Source: an optimization exercise on an open RTL-to-GDS flow (aim: small area and a short achievable clock period). Production flows keep margins and buffers that such runs may drop.
Only simulation tests tie the RTL to the original design; equivalence was not proved.
Power is estimated from default activity; no workload was simulated.

==> flow/design.v <==
package copad_geom_pkg;
    localparam int N_CLUSTERS = 8;
    localparam int N_ROLLS = 8;  
    localparam int MAX_PAD = 191;
    typedef logic [2:0] roll_t;
    typedef logic [7:0] pad_t;  
    typedef logic [2:0] cnt_t;
endpackage
package copad_match_pkg;
    typedef logic [3:0] delta_t;
    typedef logic [7:0] cluster_vec_t;  
    localparam int PIPE_LATENCY = 2;
endpackage
`timescale 1ns/100ps
module copad_window (
    input  logic                                                  clock,
    input  logic                                                  rst_n,
    input  logic                                                  bx_strobe,
    input  copad_match_pkg::cluster_vec_t                         a_vpf,
    input  copad_geom_pkg::roll_t [copad_geom_pkg::N_CLUSTERS-1:0] a_roll,
    input  copad_geom_pkg::pad_t  [copad_geom_pkg::N_CLUSTERS-1:0] a_pad,
    input  copad_geom_pkg::cnt_t  [copad_geom_pkg::N_CLUSTERS-1:0] a_cnt,
    input  copad_match_pkg::cluster_vec_t                         b_vpf,
    input  copad_geom_pkg::roll_t [copad_geom_pkg::N_CLUSTERS-1:0] b_roll,
    input  copad_geom_pkg::pad_t  [copad_geom_pkg::N_CLUSTERS-1:0] b_pad,
    input  copad_geom_pkg::cnt_t  [copad_geom_pkg::N_CLUSTERS-1:0] b_cnt,
    input  logic                                                  match_neighbor_pad,
    input  copad_match_pkg::delta_t                               match_delta_pad,
    input  logic                                                  match_neighbor_roll,
    output logic                                                  win_strobe,
    output copad_match_pkg::cluster_vec_t                         win_a_vpf,
    output copad_geom_pkg::roll_t [copad_geom_pkg::N_CLUSTERS-1:0] win_a_roll,
    output copad_geom_pkg::pad_t  [copad_geom_pkg::N_CLUSTERS-1:0] win_min,
    output copad_geom_pkg::pad_t  [copad_geom_pkg::N_CLUSTERS-1:0] win_max,
    output copad_match_pkg::cluster_vec_t                         win_b_vpf,
    output copad_geom_pkg::roll_t [copad_geom_pkg::N_CLUSTERS-1:0] win_b_roll,
    output copad_geom_pkg::pad_t  [copad_geom_pkg::N_CLUSTERS-1:0] win_b_pad,
    output copad_geom_pkg::cnt_t  [copad_geom_pkg::N_CLUSTERS-1:0] win_b_cnt,
    output logic                                                  neighbor_roll
);
    copad_match_pkg::delta_t                              delta_eff;
    logic [copad_geom_pkg::N_CLUSTERS-1:0][8:0]           span_end;   
    copad_geom_pkg::pad_t [copad_geom_pkg::N_CLUSTERS-1:0] lo_pad;
    copad_geom_pkg::pad_t [copad_geom_pkg::N_CLUSTERS-1:0] hi_pad;
    assign delta_eff = match_neighbor_pad ? match_delta_pad : '0;  
    always_comb begin
        for (int i = 0; i < copad_geom_pkg::N_CLUSTERS; i++) begin
            span_end[i] = 9'(a_pad[i]) + 9'(a_cnt[i]) + 9'(delta_eff);
            lo_pad[i] = (a_pad[i] < 8'(delta_eff)) ? '0 : a_pad[i] - 8'(delta_eff);
            hi_pad[i] = (span_end[i] > 9'(copad_geom_pkg::MAX_PAD))
                      ? copad_geom_pkg::pad_t'(copad_geom_pkg::MAX_PAD)
                      : span_end[i][7:0];
        end
    end
    always_ff @(posedge clock or negedge rst_n) begin
        if (!rst_n) begin
            win_strobe <= 1'b0;
        end else begin
            win_strobe <= bx_strobe;
        end
    end
    always_ff @(posedge clock) begin
        if (bx_strobe) begin
            win_a_vpf     <= a_vpf;
            win_a_roll    <= a_roll;
            win_min       <= lo_pad;
            win_max       <= hi_pad;
            win_b_vpf     <= b_vpf;
            win_b_roll    <= b_roll;
            win_b_pad     <= b_pad;
            win_b_cnt     <= b_cnt;
            neighbor_roll <= match_neighbor_roll;  
        end
    end
endmodule
`timescale 1ns/100ps
module copad_pair_match (
    input  copad_match_pkg::cluster_vec_t                         win_a_vpf,
    input  copad_geom_pkg::roll_t [copad_geom_pkg::N_CLUSTERS-1:0] win_a_roll,
    input  copad_geom_pkg::pad_t  [copad_geom_pkg::N_CLUSTERS-1:0] win_min,
    input  copad_geom_pkg::pad_t  [copad_geom_pkg::N_CLUSTERS-1:0] win_max,
    input  copad_match_pkg::cluster_vec_t                         win_b_vpf,
    input  copad_geom_pkg::roll_t [copad_geom_pkg::N_CLUSTERS-1:0] win_b_roll,
    input  copad_geom_pkg::pad_t  [copad_geom_pkg::N_CLUSTERS-1:0] win_b_pad,
    input  copad_geom_pkg::cnt_t  [copad_geom_pkg::N_CLUSTERS-1:0] win_b_cnt,
    output logic [copad_geom_pkg::N_CLUSTERS-1:0][copad_geom_pkg::N_CLUSTERS-1:0] hit_same,
    output logic [copad_geom_pkg::N_CLUSTERS-1:0][copad_geom_pkg::N_CLUSTERS-1:0] hit_upper,
    output logic [copad_geom_pkg::N_CLUSTERS-1:0][copad_geom_pkg::N_CLUSTERS-1:0] hit_lower
);
    localparam copad_geom_pkg::roll_t LAST_ROLL =
        copad_geom_pkg::roll_t'(copad_geom_pkg::N_ROLLS - 1);
    for (genvar ia = 0; ia < copad_geom_pkg::N_CLUSTERS; ia++) begin : g_a
        for (genvar ib = 0; ib < copad_geom_pkg::N_CLUSTERS; ib++) begin : g_b
            logic [8:0] b_end;        
            logic       start_in;
            logic       end_in;
            logic       overlap;
            logic       both_valid;
            logic       roll_up;      
            logic       roll_down;    
            assign b_end = 9'(win_b_pad[ib]) + 9'(win_b_cnt[ib]);
            assign start_in = (win_b_pad[ib] >= win_min[ia]) && (win_b_pad[ib] <= win_max[ia]);
            assign end_in   = (b_end >= 9'(win_min[ia])) && (b_end <= 9'(win_max[ia]));
            assign overlap  = start_in || end_in;
            assign both_valid = win_a_vpf[ia] && win_b_vpf[ib];
            assign roll_up = (win_a_roll[ia] != '0)
                && (win_b_roll[ib] == copad_geom_pkg::roll_t'(win_a_roll[ia] - 3'd1));
            assign roll_down = (win_a_roll[ia] != LAST_ROLL)
                && (win_b_roll[ib] == copad_geom_pkg::roll_t'(win_a_roll[ia] + 3'd1));
            assign hit_same[ia][ib]  = both_valid && overlap
                                    && (win_b_roll[ib] == win_a_roll[ia]);
            assign hit_upper[ia][ib] = both_valid && overlap && roll_up;
            assign hit_lower[ia][ib] = both_valid && overlap && roll_down;
        end
    end
endmodule
`timescale 1ns/100ps
module copad_result (
    input  logic                                 clock,
    input  logic                                 rst_n,
    input  logic                                 win_strobe,
    input  logic                                 neighbor_roll,
    input  logic [copad_geom_pkg::N_CLUSTERS-1:0][copad_geom_pkg::N_CLUSTERS-1:0] hit_same,
    input  logic [copad_geom_pkg::N_CLUSTERS-1:0][copad_geom_pkg::N_CLUSTERS-1:0] hit_upper,
    input  logic [copad_geom_pkg::N_CLUSTERS-1:0][copad_geom_pkg::N_CLUSTERS-1:0] hit_lower,
    output logic                                 result_strobe,
    output copad_match_pkg::cluster_vec_t        match,
    output copad_match_pkg::cluster_vec_t        match_upper,
    output copad_match_pkg::cluster_vec_t        match_lower,
    output logic                                 any_match
);
    copad_match_pkg::cluster_vec_t row_same;
    copad_match_pkg::cluster_vec_t row_upper;
    copad_match_pkg::cluster_vec_t row_lower;
    copad_match_pkg::cluster_vec_t match_next;
    always_comb begin
        for (int a = 0; a < copad_geom_pkg::N_CLUSTERS; a++) begin
            row_same[a]  = |hit_same[a];   
            row_upper[a] = |hit_upper[a];
            row_lower[a] = |hit_lower[a];
        end
    end
    assign match_next = neighbor_roll ? (row_same | row_upper | row_lower) : row_same;
    always_ff @(posedge clock or negedge rst_n) begin
        if (!rst_n) begin
            result_strobe <= 1'b0;
            match         <= '0;
            match_upper   <= '0;
            match_lower   <= '0;
            any_match     <= 1'b0;
        end else begin
            result_strobe <= win_strobe;
            if (win_strobe) begin    
                match       <= match_next;
                match_upper <= row_upper;
                match_lower <= row_lower;
                any_match   <= |match_next;
            end
        end
    end
endmodule
`timescale 1ns/100ps
module copad_top (
    input  logic                                                  clock,
    input  logic                                                  rst_n,
    input  logic                                                  bx_strobe,
    input  copad_match_pkg::cluster_vec_t                         a_vpf,
    input  copad_geom_pkg::roll_t [copad_geom_pkg::N_CLUSTERS-1:0] a_roll,
    input  copad_geom_pkg::pad_t  [copad_geom_pkg::N_CLUSTERS-1:0] a_pad,
    input  copad_geom_pkg::cnt_t  [copad_geom_pkg::N_CLUSTERS-1:0] a_cnt,
    input  copad_match_pkg::cluster_vec_t                         b_vpf,
    input  copad_geom_pkg::roll_t [copad_geom_pkg::N_CLUSTERS-1:0] b_roll,
    input  copad_geom_pkg::pad_t  [copad_geom_pkg::N_CLUSTERS-1:0] b_pad,
    input  copad_geom_pkg::cnt_t  [copad_geom_pkg::N_CLUSTERS-1:0] b_cnt,
    input  logic                                                  match_neighbor_pad,
    input  copad_match_pkg::delta_t                               match_delta_pad,
    input  logic                                                  match_neighbor_roll,
    output logic                                                  result_strobe,
    output copad_match_pkg::cluster_vec_t                         match,
    output copad_match_pkg::cluster_vec_t                         match_upper,
    output copad_match_pkg::cluster_vec_t                         match_lower,
    output logic                                                  any_match
);
    logic                                                  win_strobe;
    copad_match_pkg::cluster_vec_t                         win_a_vpf;
    copad_geom_pkg::roll_t [copad_geom_pkg::N_CLUSTERS-1:0] win_a_roll;
    copad_geom_pkg::pad_t  [copad_geom_pkg::N_CLUSTERS-1:0] win_min;
    copad_geom_pkg::pad_t  [copad_geom_pkg::N_CLUSTERS-1:0] win_max;
    copad_match_pkg::cluster_vec_t                         win_b_vpf;
    copad_geom_pkg::roll_t [copad_geom_pkg::N_CLUSTERS-1:0] win_b_roll;
    copad_geom_pkg::pad_t  [copad_geom_pkg::N_CLUSTERS-1:0] win_b_pad;
    copad_geom_pkg::cnt_t  [copad_geom_pkg::N_CLUSTERS-1:0] win_b_cnt;
    logic                                                  neighbor_roll;
    logic [copad_geom_pkg::N_CLUSTERS-1:0][copad_geom_pkg::N_CLUSTERS-1:0] hit_same;
    logic [copad_geom_pkg::N_CLUSTERS-1:0][copad_geom_pkg::N_CLUSTERS-1:0] hit_upper;
    logic [copad_geom_pkg::N_CLUSTERS-1:0][copad_geom_pkg::N_CLUSTERS-1:0] hit_lower;
    copad_window u_window (
        .clock, .rst_n, .bx_strobe,
        .a_vpf, .a_roll, .a_pad, .a_cnt,
        .b_vpf, .b_roll, .b_pad, .b_cnt,
        .match_neighbor_pad, .match_delta_pad, .match_neighbor_roll,
        .win_strobe, .win_a_vpf, .win_a_roll, .win_min, .win_max,
        .win_b_vpf, .win_b_roll, .win_b_pad, .win_b_cnt,
        .neighbor_roll
    );
    copad_pair_match u_pair_match (
        .win_a_vpf, .win_a_roll, .win_min, .win_max,
        .win_b_vpf, .win_b_roll, .win_b_pad, .win_b_cnt,
        .hit_same, .hit_upper, .hit_lower
    );
    copad_result u_result (
        .clock, .rst_n, .win_strobe, .neighbor_roll,
        .hit_same, .hit_upper, .hit_lower,
        .result_strobe, .match, .match_upper, .match_lower, .any_match
    );
endmodule
==> flow/run.sh <==
#!/bin/bash
# synth_recipe.tcl (not shown) runs the flow's synth.tcl, then flattens the netlist and writes it again
# the make line also repeats each setting of config.mk as NAME=value (left out here)
make -C /OpenROAD-flow-scripts/flow DESIGN_CONFIG=/design/flow/config.mk WORK_HOME=/design/flow/orfs CLKGATE_MAP_FILE= SYNTH_SCRIPT=/design/flow/synth_recipe.tcl finish
==> flow/config.mk <==
export PLATFORM = sky130hd
export DESIGN_NAME = copad_top
export DESIGN_NICKNAME = copad_top
export VERILOG_FILES = /design/flow/design.v
export SDC_FILE = /design/flow/constraint.sdc
export NUM_CORES = 4
export LEC_CHECK = 0
export CAP_MARGIN = 20
export CORE_MARGIN = 2
export CORE_UTILIZATION = 40
export SLEW_MARGIN = 20
==> flow/constraint.sdc <==
create_clock -name core_clock -period 5.5 [get_ports {clock}]
set_input_delay 1.1000 -clock core_clock [delete_from_list [all_inputs] [get_ports {clock}]]
set_output_delay 1.1000 -clock core_clock [all_outputs]
set_load 0.01 [all_outputs]
==> flow_summary.toml <==
[place]
dp_slack_ps = -245
place_congestion = 1.01
hpwlAfterDp_um = 244000
io_buffers = 274
dpl-instance-area_um2 = 75400

[logic_synthesis]
synth_edf_count = 281
synth_ff_type = "edfxtp_1"
yosysWarnings = 2
synth_top_cell_by_area = "ha_1"
syn_inst = 7463
syn-num-nets = 9936
netlist-cell-type-count = 100
avgSynthCellArea_um2 = 8.87
synth_top_area_share = 0.411
synth_area_leaders = "ha_1 41%, edfxtp_1 13%, a21oi_1 5.2%"
synth_area_um2 = 66200
yosysSeqAreaShare = 0.138
ys_ff_latch = 308
async_flop_share = 0.0877

[drt]
routed_wl_um = 317000
drcViolationCount = 0
antenna_left = 0
num_vias = 66600
viasPerCell = 6.40
drt_iter0_markers = 6604
wl_per_cell_um = 30.5
first_pass_iters = 5

[hold_path]
worstHoldStart = "u_result.match[1]$_DFFE_PN0P_"
hold_class = "flop to flop"
min_path_cells = 2
whs_endpoint = "u_result.match[1]$_DFFE_PN0P_"

[sta]
period_minus_slack_ps = 5320
final.setup.tns_ps = 0
slew_headroom = 0.104
skew_ps = 49.6
finalCritPeriodShare = 0.968
tightest_slew_ps = 1340
slew_violations = 0
hold_ws_ps = 509
setup_viol = 0
post-route-worst-setup-slack_ps = 178
max_freq_mhz = 188
finalHoldViolations = 0

[die]
coreArea_um2 = 165000
rows = 149
die_h_um = 411
die-area_um2 = 169000
initial_core_util = 0.402
die_w_um = 411
io_pins = 275

[worst_setup_path]
worstSetupEndpointType = "flop"
reg2reg_depth = 21
r2r_slack_ps = 180
critPathRequiredTime_ps = 6050
setup.worst_path.class = "flop to flop"
r2r_end = "u_result.any_match$_DFFE_PN0P_"
critPathArrivalTime_ps = 5870
cp_max_fo = 5
start_kind = "flop"
r2r-start = "u_window.win_b_pad[40]$_DFFE_PP_"

[cells_and_area]
layout_commonest_cell = "ha_1"
syn_to_final_growth_pct = 16.7
multi_input_area_um2 = 55800
layout.nets = 10700
regArea_um2 = 9110
final_area_um2 = 77200
n_fill_cell = 15700
final_cell_mix = "2176 x ha_1, 687 x a21oi_1, 527 x buf_4, 426 x nor2_1, 425 x o21ai_0"
final_layout_size_suffix_gt1_frac = 0.0891

[grt]
gr-total-overflow = 0
antenna_found_initial = 30
grt_max_degree = 114
grt_usage = 0.366
grt_first_pass_wirelength_um = 448000
grt_pass1_vias = 64100

[pwr]
ir_worst_vdd_v = 0.000252
power_mw = 19.9
cellLeakagePower_nw = 35.7
p_per_area_nw_per_um2 = 258

[clock_tree]
root_buffer = "clkbuf_16"
clkLatencyLatePin_ps = 710
cts_max_level = 2
cts.path.max_buffers = 3
path_clk_slew_ps = 60
cts_tree = "built"
cts_hold_buf = 0
cts_buffers = 38
clock_sinks = 308

[run_status]
status = "timing/DRC/antenna clean"

[job]
maxCapViolations = 0
==> final cells by class <==
class | count | area share
Multi-Input combinational cell | 6717 | 0.722
Tap cell | 2189 | 0.0355
Clock inverter | 28 | 0.00465
Clock buffer | 42 | 0.0125
Timing Repair Buffer | 825 | 0.0924
Antenna cell | 12 | 0.000389
Sequential cell | 308 | 0.118
Inverter | 293 | 0.0143
==> power breakdown <==
part | internal [mW] | leakage (nW) | switching [mW] | total, mW
Clock | 1.57 | 0.640 | 1.19 | 2.76
Sequential | 2.88 | 3.08 | 0.363 | 3.24
Combinational | 5.32 | 32.0 | 8.60 | 13.9
Total | 9.77 | 35.7 | 10.2 | 19.9
==> per-stage QoR <==
step / util / cells
final: 0.469 / 10400
after global routing: 0.469 / 10400
after CTS: 0.467 / 10400
after detailed placement: 0.458 / 10300
after global placement: 0.458 / 10300
after floorplan: - / 7463
==> routing by layer <==
metal,wire (um),share of wire,track usage,vias up
li1,-,-,-,30200
met1,123000,0.39,0.439,31800
met2,132000,0.41,0.553,3384
met3,29900,0.094,0.0831,1170
met4,33300,0.11,0.313,14
met5,101,0.00032,0,-
==> synthesized netlist by cell type, types with 118 or more instances <==
| cell type | number |
|---|---|
| ha_1 | 2176 |
| a21oi_1 | 687 |
| nor2_1 | 427 |
| o21ai_0 | 427 |
| nand2_1 | 324 |
| inv_1 | 293 |
| edfxtp_1 | 281 |
| nand4_1 | 275 |
| xnor2_1 | 254 |
| nor3_1 | 226 |
| a21o_1 | 224 |
| xor2_1 | 211 |
| nand3_1 | 199 |
| nor2b_1 | 167 |
| a211oi_1 | 134 |
| nand2b_1 | 118 |
==> logic make-up after synthesis <==
family	Yosys count	synth area share
multiplexers	26	0.00437
AND/OR/NAND/NOR	2067	0.163
adder cells (fa/ha/maj)	2224	0.426
XOR/XNOR	465	0.0615
flip-flops	308	0.138
buffers and inverters	438	0.0260
AO/OA/AOI/OAI	1935	0.181
==> sequential cells by signal, indices dropped and copies added, names as in the netlist <==
| name | cells |
|---|---|
| u_window.win_b_pad | 64 |
| u_window.win_a_vpf | 8 |
| u_result.match_upper | 8 |
| u_window.win_b_vpf | 8 |
| u_window.win_b_roll | 24 |
| u_result.match | 8 |
| u_window.neighbor_roll | 1 |
| u_window.win_max | 64 |
| u_window.win_b_cnt | 24 |
| u_window.win_a_roll | 24 |
| u_result.any_match | 1 |
| u_result.result_strobe | 1 |
| u_window.win_strobe | 1 |
| u_window.win_min | 64 |
| u_result.match_lower | 8 |
==> repair_timing <==
item                       4_1_cts  5_1_grt
resized for setup               13       36
buffers inserted                 2       22
pin swaps                        1       12
setup endpoints to repair        1        2
==> critical path: stages, from the launching register on <==
cell and delay (ps):
edfxtp_1 370, ha_1 170, inv_1 70, fa_2 400
nor2b_2 160, o2111a_2 290, xor2_4 200, buf_6 150
ha_1 240, nand4_1 120, nor2_1 60, a21oi_1 140
o41ai_1 100, a32oi_2 360, buf_6 210, and4b_2 230
or4_1 400, and4bb_1 310, a21oi_1 80, or4_4 450
or3_1 400, o32a_1 290
==> worst max path at each step <==
stage | from | end | slack, ps | cells after the start
after detailed placement | u_window.win_b_pad[40]$_DFFE_PP_ | u_result.any_match$_DFFE_PN0P_ | -250 | 19
after global routing | u_window.win_b_pad[40]$_DFFE_PP_ | u_result.any_match$_DFFE_PN0P_ | -40 | 21
after global placement | u_window.win_b_pad[40]$_DFFE_PP_ | u_result.any_match$_DFFE_PN0P_ | -700 | 19
final | u_window.win_b_pad[40]$_DFFE_PP_ | u_result.any_match$_DFFE_PN0P_ | 180 | 21
after floorplan | u_window.win_b_pad[17]$_DFFE_PP_ | u_result.any_match$_DFFE_PN0P_ | 40 | 18
after CTS | u_window.win_b_pad[40]$_DFFE_PP_ | u_result.any_match$_DFFE_PN0P_ | 30 | 21

-- separate check: timing with driven ports --
The results above use ideal ports. As a check the final layout listed here was re-extracted and re-timed, cells and wires unchanged. Step 1: set_driving_cell puts a clkbuf_16 on clock and a buf_2 on each other input, an assumption about the parent block. Step 2 moves the port delays by t, midway between the first and last clock arrival at a register: inputs arrive t later, outputs are due t later. That takes back most of the time a late clock gives input paths. Three values: no drivers, after step 1, after step 2; two values: the first two.
t (ns): 0.775
setup WS [ns]: 0.178 / 0.178 / 0.178
hold WS [ns]: 0.509 / 0.509 / 0.509
slew at the worst register clock pin (ns): 0.07 / 0.07
cell pins on the clock port's net: 1
After both steps this run still meets setup and hold. The setup slack of this run moves by 0.000 ns with the drivers and by 0.000 ns with both steps.
